From an optimization exercise on the open Yosys and OpenROAD flow, aimed at small area, a short achievable clock period and few clock cycles per item; shortcuts taken in it are not production practice. At most, simulation tests tie the RTL to the original design; equivalence was not proved. The clock port is modelled as an ideal driver; clocking choices that lean on that would not hold on a real chip. Power and IR drop assume default switching activity.

== job 101 ==
Design systolic_mm_top, start of the top module:
module systolic_mm_top (
    input  logic                  clk,
    input  logic                  rst,
    input  logic                  in_valid,
    input  logic [8-1:0] in_data,
    output logic                  out_valid,
    output logic [8-1:0] out_data,
    output logic                  busy,
    output logic                  done
);
Size: about 2500 cells after synthesis, ~1400 flip-flops, roughly 49000 um2 of cells after synthesis.
==> flow/config.mk <==
export PLATFORM = sky130hd
export DESIGN_NAME = systolic_mm_top
export DESIGN_NICKNAME = systolic_mm_top
export VERILOG_FILES = /design/flow/design.v
export SDC_FILE = /design/flow/constraint.sdc
export NUM_CORES = 4
export LEC_CHECK = 0
export CAP_MARGIN = 20
export CORE_MARGIN = 2
export CORE_UTILIZATION = 70
export CTS_CLUSTER_DIAMETER = 60
export CTS_CLUSTER_SIZE = 34
export SETUP_SLACK_MARGIN = 3.7
export SLEW_MARGIN = 20
==> flow/constraint.sdc <==
create_clock -name core_clock -period 6.0 [get_ports {clk}]
set_input_delay 1.2000 -clock core_clock [delete_from_list [all_inputs] [get_ports {clk}]]
set_output_delay 1.2000 -clock core_clock [all_outputs]
set_load 0.01 [all_outputs]
standard.sh (not shown) runs the stock make flow with config.mk's settings and CLKGATE_MAP_FILE= SYNTH_SCRIPT=/design/flow/synth_recipe.tcl, a recipe that flattens the netlist after the stock synthesis.
==> flow/flow/run.sh <==
#!/bin/bash
set -euo pipefail
cd "$(dirname "$0")/.."
first='proc synth {args} { yosys synth -nofsm -noshare {*}$args }'
[[ "$(head -1 synth_recipe.tcl)" == "$first" ]] || { echo "unexpected synth_recipe.tcl" >&2; exit 1; }
{ echo 'proc synth {args} { yosys synth -nofsm -noshare -noabc {*}$args }'; tail -n +2 synth_recipe.tcl; } > noabc_synth.tcl
sed "s#SYNTH_SCRIPT=$PWD/synth_recipe.tcl#SYNTH_SCRIPT=$PWD/noabc_synth.tcl#; s#^make #make CTS_ARGS='-sink_clustering_enable -repair_clock_nets -sink_clustering_size 34 -sink_clustering_max_diameter 60 -sink_clustering_levels 1' #" standard.sh > noabc_standard.sh
bash noabc_standard.sh > layout.log 2>&1
Testbench counts of job 101, summed over its fixed seeds: cycles 24,072, jobs 128.
Inputs modified between job 101 and job 102:
==> flow/flow/run.sh <==
#!/bin/bash
set -euo pipefail
cd "$(dirname "$0")/.."
first='proc synth {args} { yosys synth -nofsm -noshare {*}$args }'
[[ "$(head -1 synth_recipe.tcl)" == "$first" ]] || { echo "unexpected synth_recipe.tcl" >&2; exit 1; }
{ echo 'proc synth {args} { yosys synth -nofsm -noshare -noabc {*}$args }'; tail -n +2 synth_recipe.tcl; } > noabc_synth.tcl
sed "s#SYNTH_SCRIPT=$PWD/synth_recipe.tcl#SYNTH_SCRIPT=$PWD/noabc_synth.tcl#; s#^make #make CTS_ARGS='-sink_clustering_enable -repair_clock_nets -sink_clustering_size 34 -sink_clustering_max_diameter 60 -num_static_layers 1' #" standard.sh > noabc_standard.sh
bash noabc_standard.sh > layout.log 2>&1
==> comparison <==
Job 102 -> job 101: global-route congestion overflow total delta 0, exact match
[diff] minimum clock period, job 102 relative to job 101: regression
Area added between synthesis and finish: job 102 vs job 101 up 0.24 points
The startpoint-to-endpoint class of the critical path comes out in2reg in one run and reg2out in the other, namely in job 102 and job 101 respectively.
Job 102 ends up with a clock network power share that is 0.2 points higher than in job 101.
Comparing job 101 with job 102, the via count came out essentially unchanged.
Against job 101, job 102 comes in 0.75 points higher on met2 layer usage reported by global route.
Wire length the detailed router placed on met1 delta (job 102 -> job 101): insignificant
The power per cell area of job 101 and that of job 102 are within noise of each other.
In job 102 relative to job 101, area occupied by multi-input gates had gone down slightly.

* * *

systolic_mm_top, a different RTL version from the one above (not shown whole).
For scale: about 2700 cells after synthesis, roughly 22 I/O pins.
// systolic_mm_top
module systolic_mm_top (
    input  logic                  clk,
    input  logic                  rst,
    input  logic                  in_valid,
    input  logic [8-1:0] in_data,
    output logic                  out_valid,
    output logic [8-1:0] out_data,
    output logic                  busy,
    output logic                  done
);
clock: 6.0 ns
lec_check: 0
abc_clock_period_in_ps: 2400
cap_margin: 20
core_margin: 2
core_utilization: 40
setup_slack_margin: 3.6
slew_margin: 20
run.sh (not shown) runs the stock make flow with config.mk's settings and CLKGATE_MAP_FILE= SYNTH_SCRIPT=/design/flow/synth_recipe.tcl, a recipe that flattens the netlist after the stock synthesis.
Stock flow here: none of the scripts above is used.
Change:
- ABC_CLOCK_PERIOD_IN_PS: 2400 -> not set
Effect: Critical path depth is unchanged; final area is unchanged; power stays the same; register-to-register slack barely changes; sequential cell count stays the same; first-iteration DRC count does not change; area after synthesis does not change; core utilization is unchanged; setup slack is unchanged.
Function was not checked in any run of this note: the RTL went through the layout flow alone.

* * *

systolic_mm_top, a different RTL version from the one above (not shown whole).
Size in the first run: ~2500 cells after synthesis, about 1400 flip-flops, roughly 22 I/O pins, roughly 0.049 mm^2 of cells after synthesis.
Settings: LEC_CHECK=0, CAP_MARGIN=20, CORE_MARGIN=2, CORE_UTILIZATION=70, CTS_CLUSTER_DIAMETER=60, CTS_CLUSTER_SIZE=30, PLACE_DENSITY=0.85, SETUP_SLACK_MARGIN=3.8, SLEW_MARGIN=20, TNS_END_PERCENT=0; clock period 6.0 ns.
standard.sh (not shown) runs the stock make flow with config.mk's settings and CLKGATE_MAP_FILE= SYNTH_SCRIPT=/design/flow/synth_recipe.tcl, a recipe that flattens the netlist after the stock synthesis.
==> flow/flow/run.sh <==
#!/bin/bash
# Standard ORFS layout with two changes:
# - synthesis skips the "abc -fast" pass of yosys synth's fine step
#   (synth -noabc), so extract_fa sees the adder logic as written instead of
#   after an ABC remap that flips polarities and leaves inverters around the
#   full-adder cells; registers come out as in the standard synthesis;
# - flow/clock_top.tcl runs at the end of the CTS step (POST_CTS_TCL): it keeps
#   the leaf clock buffers clock_tree_synthesis made and replaces the buffers
#   above them with four root buffers on the clock port, one per quadrant, so
#   every flip-flop sees two clock buffers instead of three (lower, balanced
#   insertion delay), then repairs setup and hold again.
# Everything else is the standard.sh and synth_recipe.tcl unchanged; the
# whole make output goes to layout.log, each ORFS step's log to orfs/logs.
set -euo pipefail
cd "$(dirname "$0")/.."
first='proc synth {args} { yosys synth -nofsm -noshare {*}$args }'
[[ "$(head -1 synth_recipe.tcl)" == "$first" ]] || { echo "unexpected synth_recipe.tcl" >&2; exit 1; }
{ echo 'proc synth {args} { yosys synth -nofsm -noshare -noabc {*}$args }'; tail -n +2 synth_recipe.tcl; } > noabc_synth.tcl
grep -q "SYNTH_SCRIPT=$PWD/synth_recipe.tcl" standard.sh || { echo "unexpected standard.sh" >&2; exit 1; }
sed "s#SYNTH_SCRIPT=$PWD/synth_recipe.tcl#SYNTH_SCRIPT=$PWD/noabc_synth.tcl#; s#^make #make POST_CTS_TCL=$PWD/flow/clock_top.tcl #" standard.sh > noabc_standard.sh
bash noabc_standard.sh > layout.log 2>&1
==> flow/flow/clock_top.tcl <==
# POST_CTS_TCL hook: flatten the top of the clock tree that clock_tree_synthesis
# built. Its leaf buffers (the ones driving flip-flops) are kept as they are;
# the root and branch buffers above them are replaced by four clkbuf_16 roots
# on the clock port, one per quadrant of the leaves, so every flip-flop sees
# two buffers (root, leaf) instead of three. Setup and hold are then repaired
# again as in the CTS step.
set block [ord::get_db_block]
set db [ord::get_db]
set clk_net [$block findNet clk]
set bufmaster [$db findMaster sky130_fd_sc_hd__clkbuf_16]

proc out_net {inst} {
  foreach it [$inst getITerms] {
    if {[$it isOutputSignal]} {
      set n [$it getNet]
      if {$n eq "NULL"} { return "" }
      return $n
    }
  }
  return ""
}
proc is_clkbuf {inst} {
  return [string match "sky130_fd_sc_hd__clkbuf_*" [[$inst getMaster] getName]]
}

# walk the tree from the port
set internal {}
set leaves {}
set frontier [list $clk_net]
while {[llength $frontier]} {
  set net [lindex $frontier 0]
  set frontier [lrange $frontier 1 end]
  foreach it [$net getITerms] {
    if {[$it isOutputSignal]} continue
    set inst [$it getInst]
    set on [out_net $inst]
    if {![is_clkbuf $inst]} {
      if {$on eq ""} {
        # a dummy load that clock_tree_synthesis added for balance
        lappend internal $inst
        continue
      }
      if {$net eq $clk_net} {
        error "clock_top: the clock port drives [$inst getName] directly"
      }
      # a sink on a leaf's net, which also drives buffers
      continue
    }
    set kids_buf 0
    set kids_other 0
    if {$on eq ""} {
      # a dummy load that clock_tree_synthesis added for balance
      lappend internal $inst
      continue
    }
    foreach it2 [$on getITerms] {
      if {[$it2 isOutputSignal]} continue
      if {[is_clkbuf [$it2 getInst]]} { incr kids_buf } else { incr kids_other }
    }
    # a buffer with any flip-flop load is a leaf; buffers below it are
    # moved onto the new roots as well
    if {$kids_other > 0} {
      lappend leaves $inst
    } else {
      lappend internal $inst
    }
    if {$kids_buf > 0} {
      lappend frontier $on
    }
  }
}
puts "clock_top: [llength $leaves] leaf buffers, [llength $internal] buffers above them"

# quadrants by the medians of the leaf positions
set xs {}
set ys {}
foreach l $leaves {
  set bb [$l getBBox]
  lappend xs [expr {([$bb xMin] + [$bb xMax]) / 2}]
  lappend ys [expr {([$bb yMin] + [$bb yMax]) / 2}]
}
set mx [lindex [lsort -integer $xs] [expr {[llength $xs] / 2}]]
set my [lindex [lsort -integer $ys] [expr {[llength $ys] / 2}]]
array set grp {}
foreach l $leaves x $xs y $ys {
  set g [expr {($x >= $mx ? 1 : 0) + ($y >= $my ? 2 : 0)}]
  lappend grp($g) [list $l $x $y]
}

# remove the old upper tree
foreach inst $internal {
  set on [out_net $inst]
  foreach it [$inst getITerms] {
    if {[$it getNet] ne "NULL"} { $it disconnect }
  }
  odb::dbInst_destroy $inst
  if {$on ne "" && $on ne $clk_net} { odb::dbNet_destroy $on }
}

# new roots
foreach g [lsort [array names grp]] {
  set sx 0
  set sy 0
  foreach e $grp($g) { incr sx [lindex $e 1]; incr sy [lindex $e 2] }
  set n [llength $grp($g)]
  set cx [expr {$sx / $n}]
  set cy [expr {$sy / $n}]
  set root [odb::dbInst_create $block $bufmaster "clkroot_${g}_clk"]
  $root setLocation [expr {$cx - [$bufmaster getWidth] / 2}] [expr {$cy - [$bufmaster getHeight] / 2}]
  $root setPlacementStatus PLACED
  set rnet [odb::dbNet_create $block "clknet_root_${g}_clk"]
  $rnet setSigType CLOCK
  [$root findITerm A] connect $clk_net
  [$root findITerm X] connect $rnet
  foreach e $grp($g) {
    set l [lindex $e 0]
    set ai [$l findITerm A]
    $ai disconnect
    $ai connect $rnet
  }
  puts "clock_top: root $g at ($cx, $cy) drives $n leaves"
}

detailed_placement
estimate_parasitics -placement
repair_timing_helper
detailed_placement
check_placement -verbose
estimate_parasitics -placement
report_clock_skew
report_worst_slack
The starting point finished with timing, DRC and antenna clean.
Testbench counts at the start, summed over its fixed seeds: cycles 24,072, jobs 128.
Rerun with:
--- a/flow/flow/run.sh
+++ b/flow/flow/run.sh
@@ -9,5 +9,6 @@
 #   above them with four root buffers on the clock port, one per quadrant, so
 #   every flip-flop sees two clock buffers instead of three (lower, balanced
-#   insertion delay), then repairs setup and hold again.
+#   insertion delay), swaps the input ports' buffers from the delay cells
+#   placement chose to buf_4, then repairs setup and hold again.
 # Everything else is the standard.sh and synth_recipe.tcl unchanged; the
 # whole make output goes to layout.log, each ORFS step's log to orfs/logs.
--- a/flow/flow/clock_top.tcl
+++ b/flow/flow/clock_top.tcl
@@ -3,6 +3,8 @@
 # the root and branch buffers above them are replaced by four clkbuf_16 roots
 # on the clock port, one per quadrant of the leaves, so every flip-flop sees
-# two buffers (root, leaf) instead of three. Setup and hold are then repaired
-# again as in the CTS step.
+# two buffers (root, leaf) instead of three. The input ports' buffers, which
+# placement made as slow delay cells (clkdlybuf4s50) that footprint-matched
+# resizing cannot replace, become buf_4 (every port keeps its buffer). Setup
+# and hold are then repaired again as in the CTS step.
 set block [ord::get_db_block]
 set db [ord::get_db]
@@ -122,4 +124,20 @@
 }
 
+# input port buffers
+set inbuf [$db findMaster sky130_fd_sc_hd__buf_4]
+foreach bt [$block getBTerms] {
+  if {[$bt getIoType] ne "INPUT" || [$bt getName] eq "clk"} continue
+  set n [$bt getNet]
+  if {$n eq "NULL"} continue
+  foreach it [$n getITerms] {
+    set inst [$it getInst]
+    set mn [[$inst getMaster] getName]
+    if {[string match "sky130_fd_sc_hd__clkdlybuf*" $mn] || [string match "sky130_fd_sc_hd__dlygate*" $mn]} {
+      $inst swapMaster $inbuf
+      puts "clock_top: input buffer [$inst getName] of [$bt getName]: $mn -> buf_4"
+    }
+  }
+}
+
 detailed_placement
 estimate_parasitics -placement
--- a/flow/config.mk
+++ b/flow/config.mk
@@ -11,5 +11,4 @@
 export CTS_CLUSTER_DIAMETER = 60
 export CTS_CLUSTER_SIZE = 30
-export PLACE_DENSITY = 0.85
 export SETUP_SLACK_MARGIN = 3.8
 export SLEW_MARGIN = 20
The new run passed the timing, DRC and antenna checks.
Combinational power goes down by 3.4%.
Core utilization came out lower by 0.87 points.
Register-to-register slack stays flat.
Routed wire length drops by 5.7%.
Critical path depth came out lower by 3.
Setup slack improved by 33 ps.
Worst hold slack is about the same.
Via count went down by 4.8%.
Total power goes down by 2.4%.
Die area does not change.
Clock power drops by 7.0%.
Rerun with:
==> flow/flow/run.sh (replaced) <==
#!/bin/bash
# Standard ORFS layout, except that synthesis skips the "abc -fast" pass of
# yosys synth's fine step (synth -noabc), so extract_fa sees the adder
# logic as written instead of after an ABC remap that flips polarities and
# leaves inverters around the full-adder cells. Everything else is the standard flow's
# standard.sh and synth_recipe.tcl unchanged.
set -euo pipefail
cd "$(dirname "$0")/.."
first='proc synth {args} { yosys synth -nofsm -noshare {*}$args }'
[[ "$(head -1 synth_recipe.tcl)" == "$first" ]] || { echo "unexpected synth_recipe.tcl" >&2; exit 1; }
{ echo 'proc synth {args} { yosys synth -nofsm -noshare -noabc {*}$args }'; tail -n +2 synth_recipe.tcl; } > noabc_synth.tcl
grep -q "SYNTH_SCRIPT=$PWD/synth_recipe.tcl" standard.sh || { echo "unexpected standard.sh" >&2; exit 1; }
sed "s#SYNTH_SCRIPT=$PWD/synth_recipe.tcl#SYNTH_SCRIPT=$PWD/noabc_synth.tcl#; s#^make #make POST_CTS_TCL=$PWD/flow/clock_top.tcl #" standard.sh > noabc_standard.sh
bash noabc_standard.sh > layout.log 2>&1
--- a/flow/flow/clock_top.tcl
+++ b/flow/flow/clock_top.tcl
@@ -3,8 +3,6 @@
 # the root and branch buffers above them are replaced by four clkbuf_16 roots
 # on the clock port, one per quadrant of the leaves, so every flip-flop sees
-# two buffers (root, leaf) instead of three. The input ports' buffers, which
-# placement made as slow delay cells (clkdlybuf4s50) that footprint-matched
-# resizing cannot replace, become buf_4 (every port keeps its buffer). Setup
-# and hold are then repaired again as in the CTS step.
+# two buffers (root, leaf) instead of three. Setup and hold are then repaired
+# again as in the CTS step.
 set block [ord::get_db_block]
 set db [ord::get_db]
@@ -124,20 +122,4 @@
 }
 
-# input port buffers
-set inbuf [$db findMaster sky130_fd_sc_hd__buf_4]
-foreach bt [$block getBTerms] {
-  if {[$bt getIoType] ne "INPUT" || [$bt getName] eq "clk"} continue
-  set n [$bt getNet]
-  if {$n eq "NULL"} continue
-  foreach it [$n getITerms] {
-    set inst [$it getInst]
-    set mn [[$inst getMaster] getName]
-    if {[string match "sky130_fd_sc_hd__clkdlybuf*" $mn] || [string match "sky130_fd_sc_hd__dlygate*" $mn]} {
-      $inst swapMaster $inbuf
-      puts "clock_top: input buffer [$inst getName] of [$bt getName]: $mn -> buf_4"
-    }
-  }
-}
-
 detailed_placement
 estimate_parasitics -placement
--- a/flow/config.mk
+++ b/flow/config.mk
@@ -11,5 +11,5 @@
 export CTS_CLUSTER_DIAMETER = 60
 export CTS_CLUSTER_SIZE = 30
-export SETUP_SLACK_MARGIN = 3.8
+export SETUP_SLACK_MARGIN = 3.9
 export SLEW_MARGIN = 20
 export TNS_END_PERCENT = 0
After rerunning: Final cell count hardly moves. Via count rose by 0.30%. Utilization increases by 0.27 points. Clock power is about the same. Global-route usage increases by 0.12 points. Synthesized cell count stays the same. Power is higher by 0.52%. Routed wire length is about the same. Sequential power hardly moves. Hold slack degrades by 3.7 ps. Worst setup slack loses 7.4 ps.
Rerun with:
--- a/flow/flow/run.sh
+++ b/flow/flow/run.sh
@@ -1,8 +1,15 @@
 #!/bin/bash
-# Standard ORFS layout, except that synthesis skips the "abc -fast" pass of
-# yosys synth's fine step (synth -noabc), so extract_fa sees the adder
-# logic as written instead of after an ABC remap that flips polarities and
-# leaves inverters around the full-adder cells. Everything else is the standard flow's
-# standard.sh and synth_recipe.tcl unchanged.
+# Standard ORFS layout with two changes:
+# - synthesis skips the "abc -fast" pass of yosys synth's fine step
+#   (synth -noabc), so extract_fa sees the adder logic as written instead of
+#   after an ABC remap that flips polarities and leaves inverters around the
+#   full-adder cells; registers come out as in the standard synthesis;
+# - flow/clock_top.tcl runs at the end of the CTS step (POST_CTS_TCL): it keeps
+#   the leaf clock buffers clock_tree_synthesis made and replaces the buffers
+#   above them with four root buffers on the clock port, one per quadrant, so
+#   every flip-flop sees two clock buffers instead of three (lower, balanced
+#   insertion delay), then repairs setup and hold again.
+# Everything else is the standard.sh and synth_recipe.tcl unchanged; the
+# whole make output goes to layout.log, each ORFS step's log to orfs/logs.
 set -euo pipefail
 cd "$(dirname "$0")/.."
--- a/flow/config.mk
+++ b/flow/config.mk
@@ -8,8 +8,8 @@
 export CAP_MARGIN = 20
 export CORE_MARGIN = 2
-export CORE_UTILIZATION = 70
+export CORE_UTILIZATION = 65
 export CTS_CLUSTER_DIAMETER = 60
 export CTS_CLUSTER_SIZE = 30
-export SETUP_SLACK_MARGIN = 3.9
+export SETUP_SLACK_MARGIN = 3.85
 export SLEW_MARGIN = 20
 export TNS_END_PERCENT = 0
After rerunning:
- sequential share of layout area goes down by 0.51 points
- wire length goes down by a few percent
- power hardly moves
- utilization goes down by 4.5 points
- clock skew goes down by 17 ps
- hold slack barely changes

port drivers added, routing unchanged:
The flow's constraints put no driver on any port. The routed layouts listed below were extracted and timed again, unchanged, in two steps.
Step 1, drivers: a clkbuf_16 drives clk and a buf_2 each remaining input, both assumed.
Step 2 adds t to the input delays and takes it off the output delays; t is the mean of the earliest and latest rising clock arrival at the registers after step 1. Input paths then give back, and output paths get back, about the clock's delay inside the block.
a / b / c = ideal / step 1 / step 2; a / b = the first two.
run	shift t [ns]	setup WS [ns]	hold WS [ns]	worst slew at a driven data input, ns
job 101	0.695	3.722 / 3.656 / 3.087	0.331 / 0.331 / 0.331	0.04
job 102	0.693	3.701 / 3.661 / 3.041	0.331 / 0.331 / 0.331	0.04
the first run of note 2	0.763	3.064 / 3.064 / 3.002	0.326 / 0.326 / 0.326	0.03
the second run of note 2	0.763	3.064 / 3.064 / 3.002	0.326 / 0.326 / 0.326	0.03
the first run of note 3	0.617	3.714 / 3.717 / 3.215	0.335 / 0.335 / 0.335	0.04
the second run of note 3	0.608	3.746 / 3.633 / 3.254	0.336 / 0.336 / 0.336	0.04
the third run of note 3	0.605	3.739 / 3.710 / 3.241	0.332 / 0.332 / 0.332	0.04
the fourth run of note 3	0.619	3.735 / 3.718 / 3.231	0.332 / 0.332 / 0.332	0.03
After both steps setup and hold are still met in every run listed. For job 102, which loses most, drivers alone change the setup slack by -0.040 ns; drivers and shift together by -0.660 ns.
